Background: an optimization exercise with open tools, aiming at a short achievable clock period and few clock cycles. Do not read the settings as production practice.
Function was checked by simulation only, so behaviour that the tests miss may differ from the original.
No activity file was given, so power comes from the tool's default toggle rates.

$ cat flow/design.v
`timescale 1ns/1ps
package isa_pkg;
    localparam int xlen = 32;
    localparam logic [4:0] op_rtype = 5'd0;
    localparam logic [4:0] op_j     = 5'd1;
    localparam logic [4:0] op_bne   = 5'd2;
    localparam logic [4:0] op_addi  = 5'd5;
    localparam logic [4:0] op_blt   = 5'd6;
    localparam logic [4:0] op_sw    = 5'd7;
    localparam logic [4:0] op_lw    = 5'd8;
    localparam logic [4:0] fn_add = 5'd0;
    localparam logic [4:0] fn_sub = 5'd1;
    localparam logic [4:0] fn_and = 5'd2;
    localparam logic [4:0] fn_or  = 5'd3;
    localparam logic [4:0] fn_sll = 5'd4;
    localparam logic [4:0] fn_sra = 5'd5;
    localparam logic [4:0] status_reg = 5'd30;  
    localparam logic [1:0] code_add  = 2'd1;
    localparam logic [1:0] code_addi = 2'd2;
    localparam logic [1:0] code_sub  = 2'd3;
endpackage
`timescale 1ns/1ps
`timescale 1ns/1ps
`timescale 1ns/1ps
`timescale 1ns/1ps
module add16 (
    input  logic [15:0] a,
    input  logic [15:0] b,
    input  logic        cin,
    output logic [15:0] s,
    output logic        cout
);
    assign {cout, s} = {1'b0, a} + {1'b0, b} + {16'd0, cin};
endmodule
module alu_lo (
    input  logic [15:0] a,
    input  logic [15:0] b,
    input  logic [4:0]  shamt,
    input  logic        sel_add,
    input  logic        sel_sub,
    input  logic        sel_and,
    input  logic        sel_or,
    input  logic        sel_sll,
    input  logic [2:0]  fwd,          
    output logic [15:0] result,
    output logic [47:0] result_fwd,   
    output logic        c_add,
    output logic        c_sub,
    output logic        ne,
    output logic        ltu
);
    logic [15:0] sum, diff, other;
    assign {c_add, sum}  = {1'b0, a} + {1'b0, b};
    assign {c_sub, diff} = {1'b0, a} + {1'b0, ~b} + 17'd1;
    assign other = ({16{sel_and}} & (a & b))
                 | ({16{sel_or}}  & (a | b))
                 | ({16{sel_sll}} & (a << shamt));
    assign result = ({16{sel_add}} & sum) | ({16{sel_sub}} & diff) | other;
    always_comb begin
        for (int k = 0; k < 3; k++) begin
            result_fwd[16*k +: 16] = ({16{sel_add && fwd[k]}} & sum)
                                   | ({16{sel_sub && fwd[k]}} & diff)
                                   | ({16{fwd[k]}} & other);
        end
    end
    assign ne  = (a != b);
    assign ltu = !c_sub;              
endmodule
module alu_hi (
    input  logic [15:0] a,
    input  logic [15:0] b,
    input  logic [15:0] a_lo,
    input  logic        c_add,
    input  logic        c_sub,
    input  logic [4:0]  shamt,
    input  logic        sel_add,
    input  logic        sel_sub,
    input  logic        sel_and,
    input  logic        sel_or,
    input  logic        sel_sll,
    input  logic        sel_sra,
    input  logic [2:0]  fwd,
    output logic [15:0] result,
    output logic [47:0] result_fwd,
    output logic [15:0] sra_lo,
    output logic        ovf_add,
    output logic        ovf_sub,
    output logic        ne,
    output logic        eq,
    output logic        lt
);
    logic [15:0] sum, diff, other;
    logic        co_add, co_sub;
    logic [31:0] sll, sra;
    assign {co_add, sum}  = {1'b0, a} + {1'b0, b}  + {16'd0, c_add};
    assign {co_sub, diff} = {1'b0, a} + {1'b0, ~b} + {16'd0, c_sub};
    assign sll = {a, a_lo} << shamt;
    assign sra = 32'($signed({a, a_lo}) >>> shamt);
    assign other = ({16{sel_and}} & (a & b))
                 | ({16{sel_or}}  & (a | b))
                 | ({16{sel_sll}} & sll[31:16])
                 | ({16{sel_sra}} & sra[31:16]);
    assign result = ({16{sel_add}} & sum) | ({16{sel_sub}} & diff) | other;
    assign sra_lo = sra[15:0];
    always_comb begin
        for (int k = 0; k < 3; k++) begin
            result_fwd[16*k +: 16] = ({16{sel_add && fwd[k]}} & sum)
                                   | ({16{sel_sub && fwd[k]}} & diff)
                                   | ({16{fwd[k]}} & other);
        end
    end
    assign ovf_add = (a[15] == b[15]) && (sum[15] != a[15]);
    assign ovf_sub = (a[15] != b[15]) && (diff[15] != a[15]);
    assign eq = (a == b);
    assign ne = !eq;
    assign lt = ($signed(a) < $signed(b));
endmodule
module eq32 (
    input  logic [31:0] a,
    input  logic [31:0] b,
    output logic        eq
);
    assign eq = (a == b);
endmodule
module target_add (
    input  logic [31:0] pc,
    input  logic [16:0] imm,
    output logic [31:0] t
);
    logic [15:0] lo;
    logic        c;
    logic [15:0] hi_inc, hi_dec;
    assign {c, lo} = {1'b0, pc[15:0]} + {1'b0, imm[15:0]} + 17'd1;
    assign hi_inc  = pc[31:16] + 16'd1;
    assign hi_dec  = pc[31:16] - 16'd1;
    always_comb begin
        if (imm[16]) t[31:16] = c ? pc[31:16] : hi_dec;
        else         t[31:16] = c ? hi_inc : pc[31:16];
        t[15:0] = lo;
    end
endmodule
module resolve (
    input  logic        m_cti,
    input  logic        m_taken,
    input  logic        m_exc,
    input  logic        m_cy_t,       
    input  logic        m_cy_n,       
    input  logic        m_cx_t,
    input  logic        m_cx_n,
    input  logic        m_cd_t,
    input  logic        m_cd_n,
    input  logic        y_valid,
    input  logic        x_valid,
    input  logic        d_valid,
    input  logic        x_fwd1,       
    input  logic        y_dep_x,      
    input  logic        x_dep_y,      
    output logic        kill_y,
    output logic        kill_x,
    output logic        kill_d,
    output logic        redirect,
    output logic [1:0]  redirect_sel  
);
    logic ok_y, cont_x, cont_d, refetch_x, stop_x, stop_d;
    logic br_kill_y, br_kill_x, br_redirect, replay_y, replay_x;
    assign ok_y   = y_valid && (m_taken ? m_cy_t : m_cy_n);
    assign cont_x = x_valid && (m_taken ? m_cx_t : m_cx_n);
    assign cont_d = d_valid && (m_taken ? m_cd_t : m_cd_n);
    assign refetch_x = y_valid && x_fwd1;
    assign stop_x = !ok_y && cont_x && !refetch_x;
    assign stop_d = !ok_y && !cont_x && cont_d;
    assign br_kill_y   = m_cti && !ok_y;
    assign br_kill_x   = br_kill_y && !stop_x;
    assign br_redirect = br_kill_x && !stop_d;
    assign replay_y = m_exc && y_dep_x;
    assign replay_x = m_exc && x_dep_y && !replay_y;
    assign kill_y   = br_kill_y || replay_y;
    assign kill_x   = br_kill_x || replay_y || replay_x;
    assign kill_d   = br_redirect || replay_y || replay_x;
    assign redirect = kill_d;
    always_comb begin
        if (replay_y)      redirect_sel = 2'd2;
        else if (replay_x) redirect_sel = 2'd3;
        else if (m_taken)  redirect_sel = 2'd1;
        else               redirect_sel = 2'd0;
    end
endmodule
`timescale 1ns/1ps
`timescale 1ns/1ps
`timescale 1ns/1ps
module processor #(
    parameter logic [isa_pkg::xlen-1:0] reset_pc = '0
) (
    input  logic            clock,
    input  logic            rst,
    output logic [isa_pkg::xlen-1:0] address_imem,
    input  logic [isa_pkg::xlen-1:0] q_imem,
    output logic [isa_pkg::xlen-1:0] address_dmem,
    output logic [isa_pkg::xlen-1:0] data,
    output logic            wren,
    input  logic [isa_pkg::xlen-1:0] q_dmem,
    output logic            ctrl_writeEnable,
    output logic [4:0]      ctrl_writeReg,
    output logic [4:0]      ctrl_readRegA,
    output logic [4:0]      ctrl_readRegB,
    output logic [isa_pkg::xlen-1:0] data_writeReg,
    input  logic [isa_pkg::xlen-1:0] data_readRegA,
    input  logic [isa_pkg::xlen-1:0] data_readRegB
);
    logic        stall;           
    logic        kill_y;          
    logic        kill_x;          
    logic        kill_d;          
    logic        redirect;        
    logic [31:0] redirect_target;
    logic [31:0] pc;
    logic [31:0] pc_inc;
    logic [31:0] bht;             
    logic [4:0]  f_op;
    logic        f_is_j, f_is_br, f_is_sw, f_pred_t;
    logic        f_use_a, f_use_b;
    logic [31:0] f_jtarget, f_btarget, f_next;
    logic [4:0]  f_ra, f_rb;
    assign address_imem = pc;
    assign pc_inc       = pc + 32'd1;
    assign f_op    = q_imem[31:27];
    assign f_is_j  = (f_op == isa_pkg::op_j);
    assign f_is_br = (f_op == isa_pkg::op_bne) || (f_op == isa_pkg::op_blt);
    assign f_is_sw = (f_op == isa_pkg::op_sw);
    assign f_use_a = (f_op == isa_pkg::op_rtype) || (f_op == isa_pkg::op_addi) ||
                     (f_op == isa_pkg::op_lw) || f_is_sw || f_is_br;
    assign f_use_b = (f_op == isa_pkg::op_rtype) || f_is_sw || f_is_br;
    logic [6:0]  f_lo;
    logic [25:0] pc_hi_inc, pc_hi_dec;
    assign f_lo      = {1'b0, pc[5:0]} + {1'b0, q_imem[5:0]} + 7'd1;
    assign pc_hi_inc = pc[31:6] + 26'd1;
    assign pc_hi_dec = pc[31:6] - 26'd1;
    always_comb begin
        if (q_imem[16]) f_btarget[31:6] = f_lo[6] ? pc[31:6] : pc_hi_dec;
        else            f_btarget[31:6] = f_lo[6] ? pc_hi_inc : pc[31:6];
        f_btarget[5:0] = f_lo[5:0];
    end
    assign f_jtarget = {{5{q_imem[26]}}, q_imem[26:0]};
    logic f_bht, f_bht_next, f_bht_redirect;
    assign f_pred_t = f_is_br && (q_imem[16] || f_bht);
    always_comb begin
        if (f_is_j)        f_next = f_jtarget;
        else if (f_pred_t) f_next = f_btarget;
        else               f_next = pc_inc;
    end
    assign f_ra = f_is_br ? q_imem[26:22] : q_imem[21:17];
    assign f_rb = f_is_br ? q_imem[21:17] : (f_is_sw ? q_imem[26:22] : q_imem[16:12]);
    logic [63:0] bht_dbl;
    logic [31:0] bht_rot;
    assign bht_dbl = {1'b0, bht, bht[31:1]};    
    assign bht_rot = bht_dbl[pc[4:0] +: 32];
    always_comb begin
        if (redirect)                f_bht_next = f_bht_redirect;
        else if (stall)              f_bht_next = bht[pc[4:0]];
        else if (f_is_j)             f_bht_next = bht[q_imem[4:0]];
        else if (f_pred_t)           f_bht_next = bht_rot[q_imem[4:0]];
        else                         f_bht_next = bht[pc_inc[4:0]];
    end
    always_ff @(posedge clock) begin
        if (rst) begin
            f_bht <= 1'b0;
        end else begin
            f_bht <= f_bht_next;
        end
    end
    always_ff @(posedge clock) begin
        if (rst) begin
            pc <= reset_pc;
        end else if (redirect) begin
            pc <= redirect_target;
        end else if (!stall) begin
            pc <= f_next;
        end
    end
    logic        d_valid;
    logic [31:0] d_instr;
    logic [31:0] d_pc, d_pcp1;
    logic [4:0]  d_ra, d_rb;
    logic        d_use_a, d_use_b;
    always_ff @(posedge clock) begin
        if (rst || redirect || (kill_d && stall)) begin
            d_valid <= 1'b0;
        end else if (!stall) begin
            d_valid <= 1'b1;
        end
        if (!stall) begin
            d_instr <= q_imem;
            d_pc    <= pc;
            d_pcp1  <= pc_inc;
            d_ra    <= f_ra;
            d_rb    <= f_rb;
            d_use_a <= f_use_a;
            d_use_b <= f_use_b;
        end
    end
    assign ctrl_readRegA = d_ra;
    assign ctrl_readRegB = d_rb;
    logic [4:0]  d_op, d_rd, d_fn;
    logic        d_is_r, d_is_addi, d_is_lw, d_is_sw, d_is_bne, d_is_blt, d_is_j;
    logic        d_wr_rd, d_use_imm, d_late;
    logic [1:0]  d_code;
    logic [31:0] d_imm, d_target, d_btarget;
    assign d_op      = d_instr[31:27];
    assign d_rd      = d_instr[26:22];
    assign d_fn      = d_instr[6:2];
    assign d_is_r    = (d_op == isa_pkg::op_rtype);
    assign d_is_addi = (d_op == isa_pkg::op_addi);
    assign d_is_lw   = (d_op == isa_pkg::op_lw);
    assign d_is_sw   = (d_op == isa_pkg::op_sw);
    assign d_is_bne  = (d_op == isa_pkg::op_bne);
    assign d_is_blt  = (d_op == isa_pkg::op_blt);
    assign d_is_j    = (d_op == isa_pkg::op_j);
    assign d_wr_rd   = (d_is_r || d_is_addi || d_is_lw) && (d_rd != 5'd0);
    assign d_use_imm = d_is_addi || d_is_lw || d_is_sw;
    assign d_late    = d_is_lw || (d_is_r && d_fn == isa_pkg::fn_sra);
    assign d_imm     = {{15{d_instr[16]}}, d_instr[16:0]};
    always_comb begin
        if (d_is_addi)                               d_code = isa_pkg::code_addi;
        else if (d_is_r && d_fn == isa_pkg::fn_add)  d_code = isa_pkg::code_add;
        else if (d_is_r && d_fn == isa_pkg::fn_sub)  d_code = isa_pkg::code_sub;
        else                                         d_code = 2'd0;
    end
    target_add i_d_target (.pc(d_pc), .imm(d_instr[16:0]), .t(d_btarget));
    assign d_target = d_is_j ? {{5{d_instr[26]}}, d_instr[26:0]} : d_btarget;
    logic        x_valid, x_wr_rd, x_late;
    logic [1:0]  x_code;
    logic [4:0]  x_rd;
    logic        y_valid, y_wr_rd, y_late;
    logic [1:0]  y_code;
    logic [4:0]  y_rd;
    logic [15:0] y_lo;
    logic        m_wr_final;
    logic [4:0]  m_dest_final;
    logic [31:0] m_value;
    logic d_m1a, d_m1b, d_m2a, d_m2b, d_m3a, d_m3b;
    assign d_m1a = x_wr_rd && !kill_x && (x_rd == d_ra);
    assign d_m1b = x_wr_rd && !kill_x && (x_rd == d_rb);
    assign d_m2a = y_wr_rd && !kill_y && (y_rd == d_ra);
    assign d_m2b = y_wr_rd && !kill_y && (y_rd == d_rb);
    assign d_m3a = m_wr_final && (m_dest_final == d_ra);
    assign d_m3b = m_wr_final && (m_dest_final == d_rb);
    logic [31:0] d_rega, d_regb;
    always_comb begin
        d_rega = d_m3a ? m_value : data_readRegA;
        d_regb = d_m3b ? m_value : data_readRegB;
        if (d_m2a) d_rega[15:0] = y_lo;
        if (d_m2b) d_regb[15:0] = y_lo;
    end
    logic d_rd_x, d_rd_y;
    assign d_rd_x = (d_use_a && x_rd == d_ra) || (d_use_b && x_rd == d_rb);
    assign d_rd_y = (d_use_a && y_rd == d_ra) || (d_use_b && y_rd == d_rb);
    logic stall_mv, stall_hold, stall_next;
    logic f_rd_d, f_rd_x;
    assign f_rd_d = (f_use_a && f_ra == d_rd) || (f_use_b && f_rb == d_rd);
    assign f_rd_x = (f_use_a && f_ra == x_rd) || (f_use_b && f_rb == x_rd);
    assign stall_mv   = (d_valid && d_late && d_wr_rd && f_rd_d) ||
                        (x_late && x_wr_rd && !kill_x && f_rd_x);
    assign stall_hold = d_valid && x_late && x_wr_rd && !kill_x && d_rd_x;
    assign stall_next = redirect ? 1'b0 : (stall ? stall_hold : stall_mv);
    always_ff @(posedge clock) begin
        if (rst) begin
            stall <= 1'b0;
        end else begin
            stall <= stall_next;
        end
    end
    logic d_dep_x, d_dep_y;
    assign d_dep_x = (x_code != 2'd0) &&
                     ((d_use_a && (d_ra == x_rd || d_ra == isa_pkg::status_reg)) ||
                      (d_use_b && (d_rb == x_rd || d_rb == isa_pkg::status_reg)));
    assign d_dep_y = (y_code != 2'd0) &&
                     ((d_use_a && (d_ra == y_rd || d_ra == isa_pkg::status_reg)) ||
                      (d_use_b && (d_rb == y_rd || d_rb == isa_pkg::status_reg)));
    logic        x_is_lw, x_is_sw, x_is_bne, x_is_blt, x_is_j;
    logic        x_dep_x, x_dep_y, x_fwd1;
    logic [4:0]  x_shamt;
    logic        x_sel_add, x_sel_sub, x_sel_and, x_sel_or, x_sel_sll, x_sel_sra;
    logic [31:0] x_opa, x_opb, x_sd;
    logic        x_m1a, x_m1b, x_m1s, x_m2a, x_m2b, x_m2s;
    logic [31:0] x_target, x_pc, x_pcp1;
    logic        x_bubble;
    logic        d_f1a, d_f1b, d_f1s;      
    assign d_f1a = d_m1a;
    assign d_f1b = d_m1b && !d_use_imm;
    assign d_f1s = d_m1b;
    assign x_bubble = rst || kill_d || stall || !d_valid;
    always_ff @(posedge clock) begin
        if (x_bubble) begin
            x_valid  <= 1'b0;
            x_wr_rd  <= 1'b0;
            x_late   <= 1'b0;
            x_is_lw  <= 1'b0;
            x_is_sw  <= 1'b0;
            x_is_bne <= 1'b0;
            x_is_blt <= 1'b0;
            x_is_j   <= 1'b0;
            x_code   <= 2'd0;
            x_dep_x  <= 1'b0;
            x_dep_y  <= 1'b0;
            x_fwd1   <= 1'b0;
        end else begin
            x_valid  <= 1'b1;
            x_wr_rd  <= d_wr_rd;
            x_late   <= d_late;
            x_is_lw  <= d_is_lw;
            x_is_sw  <= d_is_sw;
            x_is_bne <= d_is_bne;
            x_is_blt <= d_is_blt;
            x_is_j   <= d_is_j;
            x_code   <= d_code;
            x_dep_x  <= d_dep_x;
            x_dep_y  <= d_dep_y;
            x_fwd1   <= d_f1a || d_f1b || d_f1s;
        end
        x_rd      <= d_rd;
        x_shamt   <= d_instr[11:7];
        x_sel_add <= d_use_imm || (d_is_r && d_fn == isa_pkg::fn_add);
        x_sel_sub <= d_is_r && d_fn == isa_pkg::fn_sub;
        x_sel_and <= d_is_r && d_fn == isa_pkg::fn_and;
        x_sel_or  <= d_is_r && d_fn == isa_pkg::fn_or;
        x_sel_sll <= d_is_r && d_fn == isa_pkg::fn_sll;
        x_sel_sra <= d_is_r && d_fn == isa_pkg::fn_sra;
        x_opa     <= (d_f1a || d_m2a) ? {16'd0, d_f1a ? 16'd0 : d_rega[15:0]} : d_rega;
        x_opb     <= d_use_imm ? d_imm :
                     ((d_f1b || d_m2b) ? {16'd0, d_f1b ? 16'd0 : d_regb[15:0]} : d_regb);
        x_sd      <= (d_f1s || d_m2b) ? {16'd0, d_f1s ? 16'd0 : d_regb[15:0]} : d_regb;
        x_m1a     <= d_f1a;
        x_m1b     <= d_f1b;
        x_m1s     <= d_f1s;
        x_m2a     <= d_m2a;
        x_m2b     <= d_m2b && !d_use_imm;
        x_m2s     <= d_m2b;
        x_target  <= d_target;
        x_pc      <= d_pc;
        x_pcp1    <= d_pcp1;
    end
    logic [15:0] y_fwd_a, y_fwd_b, y_fwd_s;
    logic [15:0] xa, xb, xs;
    assign xa = x_opa[15:0] | y_fwd_a;
    assign xb = x_opb[15:0] | y_fwd_b;
    assign xs = x_sd[15:0]  | y_fwd_s;
    logic [15:0] x_lo;
    logic [47:0] x_lo_fwd;
    logic        x_c_add, x_c_sub, x_ne_lo, x_ltu_lo;
    alu_lo i_alu_lo (
        .a          (xa),
        .b          (xb),
        .shamt      (x_shamt),
        .sel_add    (x_sel_add),
        .sel_sub    (x_sel_sub),
        .sel_and    (x_sel_and),
        .sel_or     (x_sel_or),
        .sel_sll    (x_sel_sll),
        .fwd        ({d_f1s, d_f1b, d_f1a}),
        .result     (x_lo),
        .result_fwd (x_lo_fwd),
        .c_add      (x_c_add),
        .c_sub      (x_c_sub),
        .ne         (x_ne_lo),
        .ltu        (x_ltu_lo)
    );
    logic        y_is_lw, y_is_sw, y_is_bne, y_is_blt, y_is_j, y_dep_x;
    logic [4:0]  y_shamt;
    logic        y_sel_add, y_sel_sub, y_sel_and, y_sel_or, y_sel_sll, y_sel_sra;
    logic        y_c_add, y_c_sub, y_ne_lo, y_ltu_lo;
    logic [15:0] y_a_lo, y_sd_lo;
    logic [15:0] y_opa, y_opb, y_sd;
    logic        y_m1a, y_m1b, y_m1s;
    logic [31:0] y_target, y_pc, y_pcp1;
    logic [31:0] m_result;
    always_ff @(posedge clock) begin
        if (rst || kill_x) begin
            y_valid  <= 1'b0;
            y_wr_rd  <= 1'b0;
            y_late   <= 1'b0;
            y_is_lw  <= 1'b0;
            y_is_sw  <= 1'b0;
            y_is_bne <= 1'b0;
            y_is_blt <= 1'b0;
            y_is_j   <= 1'b0;
            y_code   <= 2'd0;
            y_dep_x  <= 1'b0;
        end else begin
            y_valid  <= x_valid;
            y_wr_rd  <= x_wr_rd;
            y_late   <= x_late;
            y_is_lw  <= x_is_lw;
            y_is_sw  <= x_is_sw;
            y_is_bne <= x_is_bne;
            y_is_blt <= x_is_blt;
            y_is_j   <= x_is_j;
            y_code   <= x_code;
            y_dep_x  <= x_dep_x;
        end
        y_rd      <= x_rd;
        y_shamt   <= x_shamt;
        y_sel_add <= x_sel_add;
        y_sel_sub <= x_sel_sub;
        y_sel_and <= x_sel_and;
        y_sel_or  <= x_sel_or;
        y_sel_sll <= x_sel_sll;
        y_sel_sra <= x_sel_sra;
        y_lo      <= x_lo;
        y_c_add   <= x_c_add;
        y_c_sub   <= x_c_sub;
        y_ne_lo   <= x_ne_lo;
        y_ltu_lo  <= x_ltu_lo;
        y_a_lo    <= xa;
        y_sd_lo   <= xs;
        y_opa     <= x_m1a ? 16'd0 : (x_m2a ? m_result[31:16] : x_opa[31:16]);
        y_opb     <= x_m1b ? 16'd0 : (x_m2b ? m_result[31:16] : x_opb[31:16]);
        y_sd      <= x_m1s ? 16'd0 : (x_m2s ? m_result[31:16] : x_sd[31:16]);
        y_m1a     <= x_m1a;
        y_m1b     <= x_m1b;
        y_m1s     <= x_m1s;
        y_target  <= x_target;
        y_pc      <= x_pc;
        y_pcp1    <= x_pcp1;
        y_fwd_a   <= x_lo_fwd[15:0];
        y_fwd_b   <= x_lo_fwd[31:16];
        y_fwd_s   <= x_lo_fwd[47:32];
    end
    logic [15:0] m_fwd_a, m_fwd_b, m_fwd_s;
    logic [15:0] ya, yb, ys;
    assign ya = y_opa | m_fwd_a;
    assign yb = y_opb | m_fwd_b;
    assign ys = y_sd  | m_fwd_s;
    logic [15:0] y_hi, y_sra_lo;
    logic [47:0] y_hi_fwd;
    logic        y_ovf_add, y_ovf_sub, y_ne_hi, y_eq_hi, y_lt_hi;
    logic        y_exc, y_taken, y_ne, y_lt;
    alu_hi i_alu_hi (
        .a          (ya),
        .b          (yb),
        .a_lo       (y_a_lo),
        .c_add      (y_c_add),
        .c_sub      (y_c_sub),
        .shamt      (y_shamt),
        .sel_add    (y_sel_add),
        .sel_sub    (y_sel_sub),
        .sel_and    (y_sel_and),
        .sel_or     (y_sel_or),
        .sel_sll    (y_sel_sll),
        .sel_sra    (y_sel_sra),
        .fwd        ({x_m1s, x_m1b, x_m1a}),
        .result     (y_hi),
        .result_fwd (y_hi_fwd),
        .sra_lo     (y_sra_lo),
        .ovf_add    (y_ovf_add),
        .ovf_sub    (y_ovf_sub),
        .ne         (y_ne_hi),
        .eq         (y_eq_hi),
        .lt         (y_lt_hi)
    );
    assign y_exc   = ((y_code == isa_pkg::code_sub) && y_ovf_sub) ||
                     ((y_code == isa_pkg::code_add || y_code == isa_pkg::code_addi) && y_ovf_add);
    assign y_ne    = y_ne_lo || y_ne_hi;
    assign y_lt    = y_lt_hi || (y_eq_hi && y_ltu_lo);
    assign y_taken = y_is_j || (y_is_bne && y_ne) || (y_is_blt && y_lt);
    logic y_cx_t, y_cx_n, y_cd_t, y_cd_n, y_cf_t, y_cf_n;
    eq32 i_cx_t (.a(y_target), .b(x_pc), .eq(y_cx_t));
    eq32 i_cx_n (.a(y_pcp1),   .b(x_pc), .eq(y_cx_n));
    eq32 i_cd_t (.a(y_target), .b(d_pc), .eq(y_cd_t));
    eq32 i_cd_n (.a(y_pcp1),   .b(d_pc), .eq(y_cd_n));
    eq32 i_cf_t (.a(y_target), .b(pc),   .eq(y_cf_t));
    eq32 i_cf_n (.a(y_pcp1),   .b(pc),   .eq(y_cf_n));
    logic        m_cy_t, m_cy_n, m_cx_t, m_cx_n, m_cd_t, m_cd_n;
    logic        m_wr_rd, m_exc, m_is_lw, m_is_sw, m_is_br, m_cti, m_taken;
    logic [1:0]  m_code;
    logic [4:0]  m_rd, m_bidx;
    logic [31:0] m_sd, m_target, m_pcp1;
    always_ff @(posedge clock) begin
        if (rst || kill_y) begin
            m_wr_rd <= 1'b0;
            m_exc   <= 1'b0;
            m_is_lw <= 1'b0;
            m_is_sw <= 1'b0;
            m_is_br <= 1'b0;
            m_cti   <= 1'b0;
        end else begin
            m_wr_rd <= y_wr_rd;
            m_exc   <= y_exc;
            m_is_lw <= y_is_lw;
            m_is_sw <= y_is_sw;
            m_is_br <= y_is_bne || y_is_blt;
            m_cti   <= y_is_bne || y_is_blt || y_is_j;
        end
        m_taken  <= y_taken;
        m_cy_t   <= y_cx_t;
        m_cy_n   <= y_cx_n;
        m_cx_t   <= y_cd_t;
        m_cx_n   <= y_cd_n;
        m_cd_t   <= stall ? y_cd_t : y_cf_t;
        m_cd_n   <= stall ? y_cd_n : y_cf_n;
        m_code   <= y_code;
        m_rd     <= y_rd;
        m_result <= {y_hi, y_sel_sra ? y_sra_lo : y_lo};
        m_sd     <= {ys, y_sd_lo};
        m_target <= y_target;
        m_pcp1   <= y_pcp1;
        m_bidx   <= y_pc[4:0];
        m_fwd_a  <= y_hi_fwd[15:0];
        m_fwd_b  <= y_hi_fwd[31:16];
        m_fwd_s  <= y_hi_fwd[47:32];
    end
    logic [1:0] redirect_sel;
    resolve i_resolve (
        .m_cti        (m_cti),
        .m_taken      (m_taken),
        .m_exc        (m_exc),
        .m_cy_t       (m_cy_t),
        .m_cy_n       (m_cy_n),
        .m_cx_t       (m_cx_t),
        .m_cx_n       (m_cx_n),
        .m_cd_t       (m_cd_t),
        .m_cd_n       (m_cd_n),
        .y_valid      (y_valid),
        .x_valid      (x_valid),
        .d_valid      (d_valid),
        .x_fwd1       (x_fwd1),
        .y_dep_x      (y_dep_x),
        .x_dep_y      (x_dep_y),
        .kill_y       (kill_y),
        .kill_x       (kill_x),
        .kill_d       (kill_d),
        .redirect     (redirect),
        .redirect_sel (redirect_sel)
    );
    always_comb begin
        case (redirect_sel)
            2'd0:    redirect_target = m_pcp1;
            2'd1:    redirect_target = m_target;
            2'd2:    redirect_target = y_pc;
            default: redirect_target = x_pc;
        endcase
    end
    logic [3:0] bht_pick;
    assign bht_pick = {bht[x_pc[4:0]], bht[y_pc[4:0]], bht[m_target[4:0]], bht[m_pcp1[4:0]]};
    assign f_bht_redirect = bht_pick[redirect_sel];
    always_ff @(posedge clock) begin
        if (rst) begin
            bht <= '0;
        end else if (m_is_br) begin
            bht[m_bidx] <= m_taken;
        end
    end
    assign address_dmem = m_result;
    assign data         = m_sd;
    assign wren         = m_is_sw;
    assign m_wr_final   = m_exc || m_wr_rd;
    assign m_dest_final = m_exc ? isa_pkg::status_reg : m_rd;
    assign m_value      = m_is_lw ? q_dmem : (m_exc ? {30'd0, m_code} : m_result);
    logic        w_we;
    logic [4:0]  w_dest;
    logic [31:0] w_value;
    always_ff @(posedge clock) begin
        if (rst) begin
            w_we <= 1'b0;
        end else begin
            w_we <= m_wr_final;
        end
        w_dest  <= m_dest_final;
        w_value <= m_value;
    end
    assign ctrl_writeEnable = w_we;
    assign ctrl_writeReg    = w_dest;
    assign data_writeReg    = w_value;
endmodule
$ cat flow/flow/run.sh
#!/bin/bash
# The standard layout (standard.sh, synthesis included, unchanged) with
# two layout settings changed:
#  - ports are buffered with buf_4 cells; ORFS's default pick is a delay
#    cell, which the footprint-matching resizer can only swap for other
#    delay cells;
#  - the resizer may swap a gate for any cell of the same function, not
#    only one of the same footprint.
# make's full output goes to standard.log; ORFS keeps each step's own log
# under orfs/logs/.
set -euo pipefail
export BUFFER_PORTS_ARGS="-buffer_cell sky130_fd_sc_hd__buf_4"
bash standard.sh MATCH_CELL_FOOTPRINT=0 finish > standard.log 2>&1
$ cat flow/standard.sh
#!/bin/bash
# synth_recipe.tcl (not shown) runs the flow's synth.tcl, then flattens the netlist and writes it again
# the make line also repeats each setting of config.mk as NAME=value (left out here)
make -C /OpenROAD-flow-scripts/flow DESIGN_CONFIG=/design/flow/config.mk WORK_HOME=/design/flow/orfs CLKGATE_MAP_FILE= SYNTH_SCRIPT=/design/flow/synth_recipe.tcl "${@:-finish}"
$ cat flow/config.mk
export PLATFORM = sky130hd
export DESIGN_NAME = processor
export DESIGN_NICKNAME = processor
export VERILOG_FILES = /design/flow/design.v
export SDC_FILE = /design/flow/constraint.sdc
export NUM_CORES = 4
export LEC_CHECK = 0
export CAP_MARGIN = 20
export CORE_MARGIN = 2
export CORE_UTILIZATION = 40
export SETUP_SLACK_MARGIN = 3.6
export SLEW_MARGIN = 20
export SYNTH_HIERARCHICAL = 1
$ cat flow/constraint.sdc
create_clock -name core_clock -period 6.0 [get_ports {clock}]
set_input_delay 1.2000 -clock core_clock [delete_from_list [all_inputs] [get_ports {clock}]]
set_output_delay 1.2000 -clock core_clock [all_outputs]
set_load 0.01 [all_outputs]
==> results of run 1 <==
metrics by stage:
step                std cells  worst slack (ns)  area, um^2  util [%]
finish                   6852              3.04       62600      52.9
global route             6850              2.95       62600      52.9
CTS                      6728              3.08       60200      50.9
detailed placement       6244              1.59       51400      43.5
global placement         6242              1.65       51300      43.4
floorplan                4679              2.58       48500         -
placed cells by master (no fill, tap or decap), drive strengths merged, types with 158 or more instances in the layout:
cell type,instances
a21oi,235
buf,722
clkbuf,158
dfxtp,803
inv,189
mux2i,232
mux4,233
nand2,282
nor2,472
o21ai,164
xor2,236
routing by layer:
layer / up-vias / part of all wire (%) / track usage [%]
met5: - / 0 / 0
met4: 0 / 4.4 / 9.72
li1: 18100 / - / -
met3: 425 / 8.8 / 4.85
met1: 20200 / 40 / 36.9
met2: 2150 / 47 / 47.1
cells by family (layout without fill, tap and decap cells):
logic type                 after synthesis  in the layout  share of synthesized area, %
other                                    0              2                             0
muxes                                  557            557                          18.2
DFF                                    911            911                          40.5
adders and majority gates              164            164                          4.44
buffers and inverters                  484           1116                          4.41
and+or+nand+nor                       1328           1331                          13.4
xor gates and xnor gates               333            333                          6.11
AOI/OAI and AO/OA                      902            902                          13.0
synth_stat cells, types with 13 or more instances:
master,n
nor2_1,470
nand2b_1,15
o21bai_1,18
nor3_1,73
nand3_1,77
a21o_1,35
o211ai_1,29
mux2_2,87
buf_1,32
or3_1,19
o31ai_1,49
dfxtp_1,803
and3_1,26
o221ai_1,14
mux2i_1,232
a211oi_1,50
a31oi_1,28
nand4_1,35
a221oi_1,17
a21oi_1,234
xnor2_1,97
o21ai_0,129
buf_2,33
nor4_1,70
mux4_1,14
a22o_1,30
clkbuf_1,201
inv_1,174
nor2b_1,54
buf_6,13
o22ai_1,24
ha_1,154
o21a_1,28
xor2_1,236
edfxtp_1,108
mux4_2,219
nand2_1,280
and2_1,41
or2_2,108
a22oi_1,26
o21ai_1,35
worst max-delay path, delay by kind of cell (launching register included):
kind / cells / cell delay (ns)
buf+inv: 1 / 0.19
simple gates: 4 / 0.62
mux: 1 / 0.32
flops: 1 / 0.37
compound gates: 6 / 1.34
what timing repair did:
item / CTS / global route
pin swaps: 182 / 192
gates resized for setup: 670 / 317
setup buffers: 286 / 111
endpoints found under the setup margin: 449 / 342
endpoints found under the hold margin: 0 / 0
cloned: 20 / 11
per-module statistics from Yosys (local to each module, per instance):
module | cell area [um^2] | times used
eq32 | 347 | 6
alu_lo | 3570 | 1
processor | 33900 | 1
resolve | 121 | 1
alu_hi | 6670 | 1
target_add | 1420 | 1
worst paths after layout:
| path | start | end | slack (ns) | cells past startpoint |
|---|---|---|---|---|
| min | x_target[18]$_DFF_P_ | y_target[18]$_DFF_P_ | 0.32 | 0 |
| min reg2reg | x_target[18]$_DFF_P_ | y_target[18]$_DFF_P_ | 0.32 | 0 |
| max | m_taken$_DFF_P_ | pc[29]$_SDFFE_PP0P_ | 3.04 | 12 |
| max reg2reg | m_taken$_DFF_P_ | pc[29]$_SDFFE_PP0P_ | 3.04 | 12 |
registers in the layout (all words and copies together) (netlist names), 32 cells and up:
| register | flops |
|---|---|
| m_pcp1 | 32 |
| d_instr | 32 |
| x_target | 32 |
| x_opb | 32 |
| x_pc | 32 |
| x_pcp1 | 32 |
| x_opa | 32 |
| m_sd | 32 |
| d_pcp1 | 32 |
| pc | 32 |
| w_value | 32 |
| m_target | 32 |
| y_pc | 32 |
| y_pcp1 | 32 |
| y_target | 32 |
| x_sd | 32 |
| d_pc | 32 |
| m_result | 32 |
| bht | 32 |
layout make-up:
type / instances / area (um^2) / share of cell area, %
Sequential cell: 911 / 19600 / 31.2
Clock buffer: 133 / 2770 / 4.43
Antenna cell: 2 / 5.00 / 0.00800
Timing Repair inverter: 2 / 12.5 / 0.0200
Timing Repair Buffer: 747 / 7260 / 11.6
Clock inverter: 45 / 612 / 0.978
Multi-Input combinational cell: 3287 / 29700 / 47.4
Tap cell: 1536 / 1920 / 3.07
Inverter: 189 / 757 / 1.21
power groups by stage:
| stage | Clock [mW] | Sequential, mW | Combinational, mW |
|---|---|---|---|
| 5_1_grt | 6.66 | 7.03 | 3.35 |
| 3_3_place_gp | 0 | 7.19 | 2.30 |
| 6_report | 6.34 | 7.00 | 3.16 |
| 2_1_floorplan | 0 | 6.94 | 1.72 |
| 4_1_cts | 6.41 | 6.99 | 2.89 |
| 3_5_place_dp | 0 | 7.19 | 2.31 |
==> flow_metrics.py, run 1 <==
metrics = {
    "detailed_routing": {
        "vias": 40900,
        "wirelength_mm": 183,
        "via_per_inst": 5.96,
        "drt-pass1-iter-count": 6,
        "ant_nets": 0,
        "drc": 0,
        "avgRoutedWirePerCell_um": 26.6,
        "drtIter0Drc": 4403,
    },
    "yosys": {
        "async_flop_share_pct": 0,
        "syn_nets": 4972,
        "ys_seq_elements": 911,
        "synth_area_leaders": "dfxtp_1, mux4_2, edfxtp_1",
        "syn_inst": 4679,
        "syn-cell-area_um2": 47700,
        "synthDistinctLibCells": 118,
        "synth_top_flop_cell": "dfxtp_1",
        "syn_avg_cell_area_um2": 10.2,
        "ys_seq_area_share_pct": 40.5,
        "synth-edff-count": 108,
        "yosysWarnings": 11,
        "synth.top_cell.area_share_pct": 33.7,
        "synth_top_area_cell": "dfxtp_1",
    },
    "worst_setup_path": {
        "cp_cell_sequence": "mux2_4 > and3_4 > o31ai_4 > buf_6 > nor4_4 > nor4b_4 > a311o_1 > nor2_4 > o21a_4 > a21boi_2 > a211oi_1 > o21a_1",
        "start_kind": "flop",
        "worstSetupEndpointType": "flop",
        "critPathRequiredTime_ns": 6.59,
        "cpPeakStageDelay_ns": 0.41,
        "worst-setup-path-type": "reg2reg",
        "critPathSlowestCell": "o31ai_4",
        "worstPathArrival_ns": 3.54,
        "path_max_fanout": 5,
    },
    "final_layout": {
        "fill_cells": 10200,
        "synthToLayoutAreaGrowth_pct": 31.1,
        "layout-drive-gt1-share_pct": 37.0,
        "fin_nets": 5527,
    },
    "outcome": {
        "status": "finished clean",
    },
    "clock_network": {
        "ctsLongestPathBuffers": 3,
        "cts_tree": "done",
        "cts_hold_buf": 0,
        "htreeDepth": 3,
        "clkSinkCount": 911,
        "numCtsBuffers": 96,
        "clock_latency_ns": 0.71,
        "cts_root_buf": "clkbuf_16",
        "clk_pin_slew_ns": 0.06,
    },
    "floorplan": {
        "ios": 275,
        "initial_core_util_pct": 40.4,
        "dieWidth_um": 349,
        "die-area_um2": 122000,
        "fp.dieH_um": 349,
        "row_count": 126,
        "core_um2": 118000,
    },
    "timing": {
        "setup_viol": 0,
        "relSlewSlack_pct": 36.5,
        "fmax_mhz": 338,
        "finalCritPeriodShare_pct": 49.3,
        "slew_violations": 0,
        "worst_pin_slew_ns": 0.951,
        "hold_viol": 0,
        "hold_ws_ns": 0.318,
        "skew_ns": 0.0533,
        "rsz0062_at_grt": "true",
        "period_needed_ns": 2.96,
        "setup-tns-final_ns": 0,
    },
    "global_routing": {
        "grt_pass1_wl_mm": 259,
        "antenna_found_initial": 4,
        "first_global_vias": 39000,
        "grt_usage_pct": 28.2,
        "grt_max_degree": 61,
        "grt_remaining_overflow": 0,
    },
    "power": {
        "p_per_area_nw_per_um2": 264,
        "intPower_mw": 11.8,
        "irDropWorstVdd_v": 0.000257,
        "p_sw_share_pct": 28.8,
        "comb_power_share_pct": 19.2,
        "p_seq_share_pct": 42.4,
        "p_switching_mw": 4.76,
        "clockPowerShare_pct": 38.4,
        "power_mw": 16.5,
        "p_leak_nw": 26.0,
    },
    "placed_design": {
        "hpwl_mm": 120,
        "port_buffers": 274,
        "gp_congestion": 0.976,
    },
    "flow_run": {
        "maxCapViolCount": 0,
    },
    "hold_path": {
        "min_path_type": "reg2reg",
    },
}
Testbench counts, summed over its fixed seeds: cycles 15,839.
==> run 2, diff against run 1 <==
--- a/flow/design.v
+++ b/flow/design.v
@@ -37,2 +37,3 @@
     input  logic [15:0] b,
+    input  logic [15:0] a_hi,
     input  logic [4:0]  shamt,
@@ -43,2 +44,3 @@
     input  logic        sel_sll,
+    input  logic        sel_sra,
     input  logic [2:0]  fwd,          
@@ -54,5 +56,8 @@
     assign {c_sub, diff} = {1'b0, a} + {1'b0, ~b} + 17'd1;
+    logic [31:0] sra;
+    assign sra = 32'($signed({a_hi, a}) >>> shamt);
     assign other = ({16{sel_and}} & (a & b))
                  | ({16{sel_or}}  & (a | b))
-                 | ({16{sel_sll}} & (a << shamt));
+                 | ({16{sel_sll}} & (a << shamt))
+                 | ({16{sel_sra}} & sra[15:0]);
     assign result = ({16{sel_add}} & sum) | ({16{sel_sub}} & diff) | other;
@@ -319,3 +324,2 @@
     assign d_use_imm = d_is_addi || d_is_lw || d_is_sw;
-    assign d_late    = d_is_lw || (d_is_r && d_fn == isa_pkg::fn_sra);
     assign d_imm     = {{15{d_instr[16]}}, d_instr[16:0]};
@@ -329,2 +333,3 @@
     assign d_target = d_is_j ? {{5{d_instr[26]}}, d_instr[26:0]} : d_btarget;
+    logic [31:0] m_result;
     logic        x_valid, x_wr_rd, x_late;
@@ -346,2 +351,3 @@
     assign d_m3b = m_wr_final && (m_dest_final == d_rb);
+    assign d_late    = d_is_lw || (d_is_r && d_fn == isa_pkg::fn_sra && d_m1a);
     logic [31:0] d_rega, d_regb;
@@ -379,3 +385,3 @@
     logic        x_is_lw, x_is_sw, x_is_bne, x_is_blt, x_is_j;
-    logic        x_dep_x, x_dep_y, x_fwd1;
+    logic        x_dep_x, x_dep_y, x_fwd1, x_sra_y;
     logic [4:0]  x_shamt;
@@ -427,2 +433,3 @@
         x_sel_sra <= d_is_r && d_fn == isa_pkg::fn_sra;
+        x_sra_y   <= d_is_r && d_fn == isa_pkg::fn_sra && d_m1a;
         x_opa     <= (d_f1a || d_m2a) ? {16'd0, d_f1a ? 16'd0 : d_rega[15:0]} : d_rega;
@@ -449,2 +456,4 @@
     logic        x_c_add, x_c_sub, x_ne_lo, x_ltu_lo;
+    logic [15:0] xa_hi;
+    assign xa_hi = x_m2a ? m_result[31:16] : x_opa[31:16];
     alu_lo i_alu_lo (
@@ -452,2 +461,3 @@
         .b          (xb),
+        .a_hi       (xa_hi),
         .shamt      (x_shamt),
@@ -458,2 +468,3 @@
         .sel_sll    (x_sel_sll),
+        .sel_sra    (x_sel_sra && !x_sra_y),
         .fwd        ({d_f1s, d_f1b, d_f1a}),
@@ -466,3 +477,3 @@
     );
-    logic        y_is_lw, y_is_sw, y_is_bne, y_is_blt, y_is_j, y_dep_x;
+    logic        y_is_lw, y_is_sw, y_is_bne, y_is_blt, y_is_j, y_dep_x, y_sra_y;
     logic [4:0]  y_shamt;
@@ -474,3 +485,2 @@
     logic [31:0] y_target, y_pc, y_pcp1;
-    logic [31:0] m_result;
     always_ff @(posedge clock) begin
@@ -507,2 +517,3 @@
         y_sel_sra <= x_sel_sra;
+        y_sra_y   <= x_sra_y;
         y_lo      <= x_lo;
@@ -601,3 +612,3 @@
         m_rd     <= y_rd;
-        m_result <= {y_hi, y_sel_sra ? y_sra_lo : y_lo};
+        m_result <= {y_hi, y_sra_y ? y_sra_lo : y_lo};
         m_sd     <= {ys, y_sd_lo};
==> flow/run.sh (new file) <==
#!/bin/bash
# synth_recipe.tcl (not shown) runs the flow's synth.tcl, then flattens the netlist and writes it again
# the make line also repeats each setting of config.mk as NAME=value (left out here)
make -C /OpenROAD-flow-scripts/flow DESIGN_CONFIG=/design/flow/config.mk WORK_HOME=/design/flow/orfs CLKGATE_MAP_FILE= SYNTH_SCRIPT=/design/flow/synth_recipe.tcl finish
removed: flow/flow/run.sh
removed: flow/standard.sh
==> flow_metrics.py, run 2 <==
metrics = {
    "yosys": {
        "yosysWarnings": 11,
        "ys_seq_area_share_pct": 39.5,
        "synth_area_leaders": "dfxtp_1, mux4_2, edfxtp_1",
        "async_flop_share_pct": 0,
        "synthDistinctLibCells": 110,
        "netlist_top_cells_count": "dfxtp_1, nor2_1, nand2_1",
        "syn_inst": 4865,
        "syn_avg_cell_area_um2": 10.1,
        "ys_seq_elements": 913,
        "syn_nets": 5158,
        "syn-cell-area_um2": 49000,
        "synth.top_cell.area_share_pct": 32.9,
        "synth_top_area_cell": "dfxtp_1",
        "synth-edff-count": 108,
        "yosysMostFrequentCell": "dfxtp_1",
        "synth_top_flop_cell": "dfxtp_1",
    },
    "worst_setup_path": {
        "worstPathArrival_ns": 3.71,
        "crit_path_frequent_cell": "buf_12",
        "critPathRequiredTime_ns": 6.62,
        "cpPeakStageDelay_ns": 0.35,
        "r2r_setup_slack_ns": 2.95,
        "worst-setup-path-type": "in2reg",
        "regToRegEndpoint": "pc[26]$_SDFFE_PP0P_",
        "start_kind": "input pin",
        "r2r_cells": 14,
        "rr_startpoint": "m_taken$_DFF_P_",
        "cp_cell_sequence": "buf_12 > inv_16 > ha_4 > inv_2 > fa_2 > a21o_1 > a21oi_2 > o21bai_2 > buf_4 > a211oi_4 > buf_4 > a211o_1 > buf_12 > buf_12 > buf_16 > buf_6 > nor2_2 > nor4b_2",
        "path_max_fanout": 6,
        "critPathSlowestCell": "fa_2",
        "worstSetupEndpointType": "flop",
    },
    "detailed_routing": {
        "drtIter0Drc": 5098,
        "vias": 43200,
        "drc": 0,
        "drt-pass1-iter-count": 7,
        "wirelength_mm": 200,
        "avgRoutedWirePerCell_um": 27.7,
        "ant_nets": 0,
        "via_per_inst": 5.98,
    },
    "timing": {
        "slew_violations": 0,
        "relSlewSlack_pct": 24.0,
        "worst_pin_slew_ns": 1.14,
        "worst_slack_ns": 2.90,
        "period_needed_ns": 3.10,
        "hold_viol": 0,
        "finalCritPeriodShare_pct": 51.6,
        "setup_viol": 0,
        "skew_ns": 0.0286,
        "fmax_mhz": 323,
        "rsz0062_at_grt": "true",
        "setup-tns-final_ns": 0,
    },
    "final_layout": {
        "layout-drive-gt1-share_pct": 38.1,
        "fin_nets": 5804,
        "layout_common_cells": "dfxtp_1, nor2_1, buf_4",
        "final_common_cell": "dfxtp_1",
        "synthToLayoutAreaGrowth_pct": 35.4,
        "postLayoutCoreUtil_pct": 54.5,
    },
    "floorplan": {
        "initial_core_util_pct": 40.2,
        "dieWidth_um": 354,
        "core_um2": 122000,
        "die-area_um2": 125000,
        "row_count": 128,
        "ios": 275,
        "fp.dieH_um": 354,
    },
    "clock_network": {
        "ctsLongestPathBuffers": 3,
        "cts_root_buf": "clkbuf_16",
        "htreeDepth": 3,
        "clkSinkCount": 913,
        "clock_latency_ns": 0.71,
        "numCtsBuffers": 98,
        "cts_tree": "done",
        "clk_pin_slew_ns": 0.07,
    },
    "global_routing": {
        "grt_remaining_overflow": 0,
        "antenna_found_initial": 11,
        "grt_max_degree": 62,
        "grt_pass1_wl_mm": 284,
        "grt_usage_pct": 30.3,
        "first_global_vias": 41500,
    },
    "hold_path": {
        "min_to": "y_pcp1[1]$_DFF_P_",
        "holdPathStages": 0,
        "min_path_type": "reg2reg",
        "hold_start": "x_pcp1[1]$_DFF_P_",
    },
    "power": {
        "p_per_area_nw_per_um2": 251,
        "p_leak_nw": 27.0,
        "irDropWorstVdd_v": 0.000238,
    },
    "flow_run": {
        "maxCapViolCount": 0,
    },
    "placed_design": {
        "gp_congestion": 0.967,
        "hpwl_mm": 131,
        "port_buffers": 274,
        "preCtsSetupSlack_ns": 1.32,
    },
    "outcome": {
        "status": "finished clean",
    },
}
## run 2: changes by cell type in the layout (fill, tap and decap cells not counted), sizes merged, moves of 32 or more
cell	delta
a22oi	+34
clkdlybuf4s50	+105
inv	+43
mux2	+52
mux2i	-55
nand2	+72
o211ai	+32
## run 2: power breakdown
group	internal, mW	total, mW	leakage, nW	switching (mW)
clock	3.50	6.20	1.60	2.70
sequential	6.57	6.99	7.94	0.422
combinational	1.62	3.43	17.5	1.81
total	11.7	16.6	27.0	4.93
## run 2: worst max-delay path by stage
stage | start | endpoint | slack, ns | cells past startpoint
floorplan | q_imem[27] | stall$_SDFF_PP0_ | 2.35 | 9
global placement | q_imem[27] | pc[26]$_SDFFE_PP0P_ | 1.35 | 12
detailed placement | q_imem[27] | pc[26]$_SDFFE_PP0P_ | 1.32 | 12
CTS | q_imem[31] | stall$_SDFF_PP0_ | 2.93 | 11
global route | q_imem[0] | pc[26]$_SDFFE_PP0P_ | 2.83 | 17
finish | q_imem[0] | pc[25]$_SDFFE_PP0P_ | 2.90 | 18
## run 2: kinds of logic after synthesis
| logic type | Yosys count | share of synthesized area [%] |
|---|---|---|
| XOR/XNOR | 331 | 5.92 |
| AND/OR/NAND/NOR | 1373 | 13.3 |
| adder cells (fa/ha/maj) | 164 | 4.32 |
| multiplexers | 579 | 18.9 |
| flip-flops | 913 | 39.5 |
| buffers and inverters | 547 | 4.68 |
| AO/OA/AOI/OAI | 958 | 13.4 |
## run 2: timing repair
item,4_1_cts,5_1_grt
setup endpoints to repair,564,366
resized for setup,1512,380
hold buffers,0,0
pin swaps,226,197
cloned,25,8
setup buffers,393,91
## run 2: modules after synthesis, one instance, submodules excluded
module	copies in the design	cells inside
eq32	6	43
alu_lo	1	708
processor	1	2846
alu_hi	1	845
target_add	1	190
resolve	1	18
## run 2: critical path, delay by kind of cell
kind,cells,cell delay (ns)
adder cells (fa/ha/maj),2,0.46
AO/OA/AOI/OAI,5,0.84
buffers and inverters,9,0.94
AND/OR/NAND/NOR,2,0.26
## run 2: routing by layer
metal	part of all wire [%]	up-vias	track usage, %
met1	39	21300	38.6
li1	-	18900	-
met4	5.6	8	13.4
met5	0.025	-	0
met2	46	2434	49.4
met3	9.5	556	6.40
## run 2: area by class of cell
class	instances	area (um^2)
Sequential cell	913	19600
Fill cell	10400	55400
Timing Repair Buffer	851	8690
Inverter	234	965
Clock buffer	136	2820
Clock inverter	49	492
Timing Repair inverter	1	5.00
Tap cell	1625	2030
Antenna cell	3	7.51
Multi-Input combinational cell	3412	31700
## run 2: metrics by stage
step           cell area, um^2  instances  hold slack (ns)  total power, mW
2_1_floorplan            50000       4865            0.310             8.73
3_3_place_gp             53700       6519            0.310             9.68
3_5_place_dp             53700       6519            0.312             9.69
4_1_cts                  63900       7122            0.313             16.4
5_1_grt                  66300       7223            0.316             17.1
6_report                 66300       7224            0.307             16.6
Testbench counts of run 2, summed over its fixed seeds: cycles 15,659.
==> run 3, diff against run 2 <==
--- a/flow/design.v
+++ b/flow/design.v
@@ -22,2 +22,26 @@
 `timescale 1ns/1ps
+module fetch_stage (
+    input  logic [31:0] bht,
+    input  logic [4:0]  pc_lo,         
+    input  logic [4:0]  offset,        
+    input  logic        f_bht,         
+    input  logic        is_j,
+    input  logic        pred_t,
+    input  logic        stall,
+    input  logic        redirect,
+    input  logic        bht_redirect,  
+    output logic        f_bht_next
+);
+    logic [63:0] bht_dbl;
+    logic [31:0] bht_rot;
+    assign bht_dbl = {1'b0, bht, bht[31:1]};    
+    assign bht_rot = bht_dbl[pc_lo +: 32];
+    always_comb begin
+        if (redirect)    f_bht_next = bht_redirect;
+        else if (stall)  f_bht_next = f_bht;
+        else if (is_j)   f_bht_next = bht[offset];
+        else if (pred_t) f_bht_next = bht_rot[offset];
+        else             f_bht_next = bht_rot[0];
+    end
+endmodule
 `timescale 1ns/1ps
@@ -37,3 +61,2 @@
     input  logic [15:0] b,
-    input  logic [15:0] a_hi,
     input  logic [4:0]  shamt,
@@ -44,3 +67,2 @@
     input  logic        sel_sll,
-    input  logic        sel_sra,
     input  logic [2:0]  fwd,          
@@ -56,8 +78,5 @@
     assign {c_sub, diff} = {1'b0, a} + {1'b0, ~b} + 17'd1;
-    logic [31:0] sra;
-    assign sra = 32'($signed({a_hi, a}) >>> shamt);
     assign other = ({16{sel_and}} & (a & b))
                  | ({16{sel_or}}  & (a | b))
-                 | ({16{sel_sll}} & (a << shamt))
-                 | ({16{sel_sra}} & sra[15:0]);
+                 | ({16{sel_sll}} & (a << shamt));
     assign result = ({16{sel_add}} & sum) | ({16{sel_sub}} & diff) | other;
@@ -257,13 +276,14 @@
     assign f_rb = f_is_br ? q_imem[21:17] : (f_is_sw ? q_imem[26:22] : q_imem[16:12]);
-    logic [63:0] bht_dbl;
-    logic [31:0] bht_rot;
-    assign bht_dbl = {1'b0, bht, bht[31:1]};    
-    assign bht_rot = bht_dbl[pc[4:0] +: 32];
-    always_comb begin
-        if (redirect)                f_bht_next = f_bht_redirect;
-        else if (stall)              f_bht_next = bht[pc[4:0]];
-        else if (f_is_j)             f_bht_next = bht[q_imem[4:0]];
-        else if (f_pred_t)           f_bht_next = bht_rot[q_imem[4:0]];
-        else                         f_bht_next = bht[pc_inc[4:0]];
-    end
+    fetch_stage i_fetch_bht (
+        .bht          (bht),
+        .pc_lo        (pc[4:0]),
+        .offset       (q_imem[4:0]),
+        .f_bht        (f_bht),
+        .is_j         (f_is_j),
+        .pred_t       (f_pred_t),
+        .stall        (stall),
+        .redirect     (redirect),
+        .bht_redirect (f_bht_redirect),
+        .f_bht_next   (f_bht_next)
+    );
     always_ff @(posedge clock) begin
@@ -324,2 +344,3 @@
     assign d_use_imm = d_is_addi || d_is_lw || d_is_sw;
+    assign d_late    = d_is_lw || (d_is_r && d_fn == isa_pkg::fn_sra);
     assign d_imm     = {{15{d_instr[16]}}, d_instr[16:0]};
@@ -333,3 +354,2 @@
     assign d_target = d_is_j ? {{5{d_instr[26]}}, d_instr[26:0]} : d_btarget;
-    logic [31:0] m_result;
     logic        x_valid, x_wr_rd, x_late;
@@ -351,3 +371,2 @@
     assign d_m3b = m_wr_final && (m_dest_final == d_rb);
-    assign d_late    = d_is_lw || (d_is_r && d_fn == isa_pkg::fn_sra && d_m1a);
     logic [31:0] d_rega, d_regb;
@@ -385,3 +404,3 @@
     logic        x_is_lw, x_is_sw, x_is_bne, x_is_blt, x_is_j;
-    logic        x_dep_x, x_dep_y, x_fwd1, x_sra_y;
+    logic        x_dep_x, x_dep_y, x_fwd1;
     logic [4:0]  x_shamt;
@@ -433,3 +452,2 @@
         x_sel_sra <= d_is_r && d_fn == isa_pkg::fn_sra;
-        x_sra_y   <= d_is_r && d_fn == isa_pkg::fn_sra && d_m1a;
         x_opa     <= (d_f1a || d_m2a) ? {16'd0, d_f1a ? 16'd0 : d_rega[15:0]} : d_rega;
@@ -456,4 +474,2 @@
     logic        x_c_add, x_c_sub, x_ne_lo, x_ltu_lo;
-    logic [15:0] xa_hi;
-    assign xa_hi = x_m2a ? m_result[31:16] : x_opa[31:16];
     alu_lo i_alu_lo (
@@ -461,3 +477,2 @@
         .b          (xb),
-        .a_hi       (xa_hi),
         .shamt      (x_shamt),
@@ -468,3 +483,2 @@
         .sel_sll    (x_sel_sll),
-        .sel_sra    (x_sel_sra && !x_sra_y),
         .fwd        ({d_f1s, d_f1b, d_f1a}),
@@ -477,3 +491,3 @@
     );
-    logic        y_is_lw, y_is_sw, y_is_bne, y_is_blt, y_is_j, y_dep_x, y_sra_y;
+    logic        y_is_lw, y_is_sw, y_is_bne, y_is_blt, y_is_j, y_dep_x;
     logic [4:0]  y_shamt;
@@ -485,2 +499,3 @@
     logic [31:0] y_target, y_pc, y_pcp1;
+    logic [31:0] m_result;
     always_ff @(posedge clock) begin
@@ -517,3 +532,2 @@
         y_sel_sra <= x_sel_sra;
-        y_sra_y   <= x_sra_y;
         y_lo      <= x_lo;
@@ -612,3 +626,3 @@
         m_rd     <= y_rd;
-        m_result <= {y_hi, y_sra_y ? y_sra_lo : y_lo};
+        m_result <= {y_hi, y_sel_sra ? y_sra_lo : y_lo};
         m_sd     <= {ys, y_sd_lo};
==> flow_metrics.py, run 3 <==
metrics = {
    "global_routing": {
        "grt_max_degree": 85,
        "grt_pass1_wl_mm": 273,
        "grt_usage_pct": 30.1,
        "antenna_found_initial": 4,
        "first_global_vias": 40500,
        "grt_remaining_overflow": 0,
    },
    "placed_design": {
        "gp_congestion": 0.962,
        "hpwl_mm": 124,
        "placed_cell_area_um2": 51700,
        "port_buffers": 274,
        "preCtsSetupSlack_ns": 1.25,
    },
    "clock_network": {
        "clk_pin_slew_ns": 0.06,
        "clock_latency_ns": 0.71,
        "htreeDepth": 3,
        "cts_hold_buf": 0,
        "cts_root_buf": "clkbuf_16",
        "numCtsBuffers": 96,
        "clkSinkCount": 911,
        "cts_tree": "done",
        "ctsLongestPathBuffers": 3,
    },
    "timing": {
        "hold_viol": 0,
        "finalCritPeriodShare_pct": 52.0,
        "slew_violations": 0,
        "fmax_mhz": 320,
        "setup_viol": 0,
        "relSlewSlack_pct": 26.1,
        "hold_ws_ns": 0.324,
        "period_needed_ns": 3.12,
        "rsz0062_at_grt": "true",
        "worst_slack_ns": 2.88,
        "setup-tns-final_ns": 0,
        "skew_ns": 0.0402,
        "worst_pin_slew_ns": 1.11,
    },
    "worst_setup_path": {
        "r2r_cells": 10,
        "critPathRequiredTime_ns": 6.55,
        "cp-startpoint": "pc[0]$_SDFFE_PP0P_",
        "worstSetupEndpointType": "flop",
        "cpPeakStageDelay_ns": 0.54,
        "worstPathArrival_ns": 3.67,
        "start_kind": "flop",
        "regToRegEndpoint": "f_bht$_SDFF_PP0_",
        "rr_startpoint": "pc[0]$_SDFFE_PP0P_",
        "worst-setup-path-type": "reg2reg",
        "crit_path_frequent_cell": "mux4_2",
        "critPathSlowestCell": "mux4_2",
        "path_max_fanout": 7,
        "r2r_setup_slack_ns": 2.88,
        "cp_cell_sequence": "buf_12 > mux4_2 > mux4_2 > and3_1 > a311o_1 > a211oi_2 > a21oi_2 > a31oi_1 > o22ai_1 > nor2b_1",
    },
    "yosys": {
        "synth_area_leaders": "dfxtp_1, mux4_2, edfxtp_1",
        "synth_top_area_cell": "dfxtp_1",
        "synthDistinctLibCells": 121,
        "syn_nets": 4952,
        "ys_seq_area_share_pct": 40.9,
        "syn_avg_cell_area_um2": 10.1,
        "async_flop_share_pct": 0,
        "syn-cell-area_um2": 47200,
        "netlist_top_cells_count": "dfxtp_1, nor2_1, nand2_1",
        "syn_inst": 4658,
        "yosysWarnings": 12,
        "ys_seq_elements": 911,
        "synth-edff-count": 108,
        "synth_top_flop_cell": "dfxtp_1",
        "synth.top_cell.area_share_pct": 34.1,
        "yosysMostFrequentCell": "dfxtp_1",
    },
    "floorplan": {
        "ios": 275,
        "row_count": 126,
        "fp.dieH_um": 348,
        "core_um2": 118000,
        "die-area_um2": 121000,
        "dieWidth_um": 348,
        "initial_core_util_pct": 40.1,
    },
    "detailed_routing": {
        "drt-pass1-iter-count": 7,
        "drtIter0Drc": 4445,
        "wirelength_mm": 189,
        "vias": 41600,
        "avgRoutedWirePerCell_um": 27.4,
        "ant_nets": 0,
        "drc": 0,
        "via_per_inst": 6.03,
    },
    "final_layout": {
        "postLayoutCoreUtil_pct": 53.6,
        "fin_nets": 5583,
        "stdcell_area_um2": 63100,
        "layout-drive-gt1-share_pct": 34.8,
        "final_common_cell": "dfxtp_1",
        "synthToLayoutAreaGrowth_pct": 33.6,
        "layout_common_cells": "dfxtp_1, nor2_1, nand2_1",
    },
    "hold_path": {
        "holdPathStages": 0,
        "min_to": "y_pcp1[4]$_DFF_P_",
        "hold_start": "x_pcp1[4]$_DFF_P_",
        "min_path_type": "reg2reg",
    },
    "power": {
        "p_per_area_nw_per_um2": 260,
        "irDropWorstVdd_v": 0.000198,
        "p_leak_nw": 25.8,
    },
    "outcome": {
        "status": "finished clean",
    },
    "flow_run": {
        "maxCapViolCount": 0,
    },
}
==> run 3: cell types whose count changed after synthesis, sizes merged, moves of 32 or more <==
cell,change
clkbuf,-49
mux2,-79
a211oi,-32
a22o,+32
inv,-42
mux4,-38
==> run 3: kinds of logic after synthesis <==
logic type | Yosys count | share of synthesized area, %
muxes | 489 | 16.5
xor gates and xnor gates | 322 | 5.97
and+or+nand+nor | 1386 | 14.1
adders and majority gates | 165 | 4.51
buffers and inverters | 445 | 4.00
DFF | 911 | 40.9
AOI/OAI and AO/OA | 940 | 14.0
==> run 3: cell type report <==
type | instances | area, um^2
Fill cell | 10100 | 54500
Multi-Input combinational cell | 3303 | 29400
Sequential cell | 911 | 19600
Timing Repair Buffer | 783 | 7890
Clock buffer | 135 | 2820
Tap cell | 1536 | 1920
Inverter | 194 | 797
Clock inverter | 44 | 642
Antenna cell | 3 | 7.51
==> run 3: per-module statistics from Yosys, one instance, submodules excluded <==
module       cells  flops+latches
processor     2554            911
eq32            43              0
alu_lo         515              0
alu_hi         845              0
target_add     190              0
fetch_stage    278              0
resolve         18              0
==> run 3: how the worst max path moves through the flow <==
stage | slack, ns | cells past startpoint | endpoint
6_report | 2.88 | 10 | f_bht$_SDFF_PP0_
5_1_grt | 2.79 | 12 | f_bht$_SDFF_PP0_
4_1_cts | 2.95 | 12 | f_bht$_SDFF_PP0_
3_5_place_dp | 1.25 | 8 | pc[12]$_SDFFE_PP0P_
3_3_place_gp | 1.26 | 8 | pc[10]$_SDFFE_PP0P_
2_1_floorplan | 2.55 | 12 | pc[28]$_SDFFE_PP0P_
==> run 3: worst max-delay path: cells and delay by family, from the launching register on <==
family	cells	cell delay (ns)
AND/OR/NAND/NOR	2	0.35
multiplexers	2	1.07
buffers and inverters	1	0.14
flip-flops	1	0.45
AO/OA/AOI/OAI	5	0.98
==> run 3: repair_timing <==
item | 4_1_cts | 5_1_grt
pin swaps | 209 | 186
cloned | 21 | 6
buffers inserted | 325 | 101
resized for setup | 1388 | 277
setup endpoints to repair | 499 | 344
==> run 3: through the flow <==
stage / power [mW] / std cells
global placement: 9.35 / 6274
detailed placement: 9.36 / 6274
global route: 17.0 / 6907
floorplan: 8.48 / 4658
CTS: 16.2 / 6799
finish: 16.4 / 6909
==> run 3: per-layer routing <==
| layer | global-route usage [%] | wire (um) | part of all wire [%] |
|---|---|---|---|
| met5 | 0 | 14 | 0.0074 |
| met4 | 16.9 | 13000 | 6.9 |
| met3 | 5.62 | 16400 | 8.7 |
| met2 | 48.3 | 86200 | 45 |
| met1 | 38.2 | 73800 | 39 |
==> run 3: power breakdown <==
| part | switching, mW | leakage [nW] | internal, mW |
|---|---|---|---|
| logic | 1.67 | 16.2 | 1.42 |
| registers | 0.372 | 7.92 | 6.53 |
| clock network | 2.65 | 1.69 | 3.79 |
| total | 4.68 | 25.8 | 11.7 |
Testbench counts of run 3, summed over its fixed seeds: cycles 15,839.

[re-timing with driven ports]
The flow's constraints put no driver on any port. The routed layouts listed below were extracted and timed again, unchanged, in two steps.
Step 1 assumes that a clkbuf_16 drives the clock port and a buf_2 every other input.
Step 2 times the ports against the registers' clock, not the clock port: input delays grow and output delays shrink by t, the midpoint of the rising clock arrivals with the driver on.
Three values: ideal ports, drivers, drivers and shift; two values: the first two.
| run | t (ns) | setup slack, ns | worst hold slack (ns) | worst register clock-pin slew, ns | worst data-port slew with drivers (ns) |
|---|---|---|---|---|---|
| run 1 | 0.764 | 3.044 / 3.017 / 2.253 | 0.318 / 0.318 / 0.318 | 0.08 / 0.08 | 0.21 |
| run 2 | 0.769 | 2.903 / 2.929 / 2.160 | 0.307 / 0.307 / 0.307 | 0.07 / 0.07 | 0.30 |
| run 3 | 0.766 | 2.877 / 2.877 / 2.154 | 0.324 / 0.324 / 0.324 | 0.07 / 0.07 | 0.09 |
After both steps setup and hold are still met in every run listed. For run 1, which loses most, drivers alone change the setup slack by -0.027 ns; drivers and shift together by -0.791 ns.
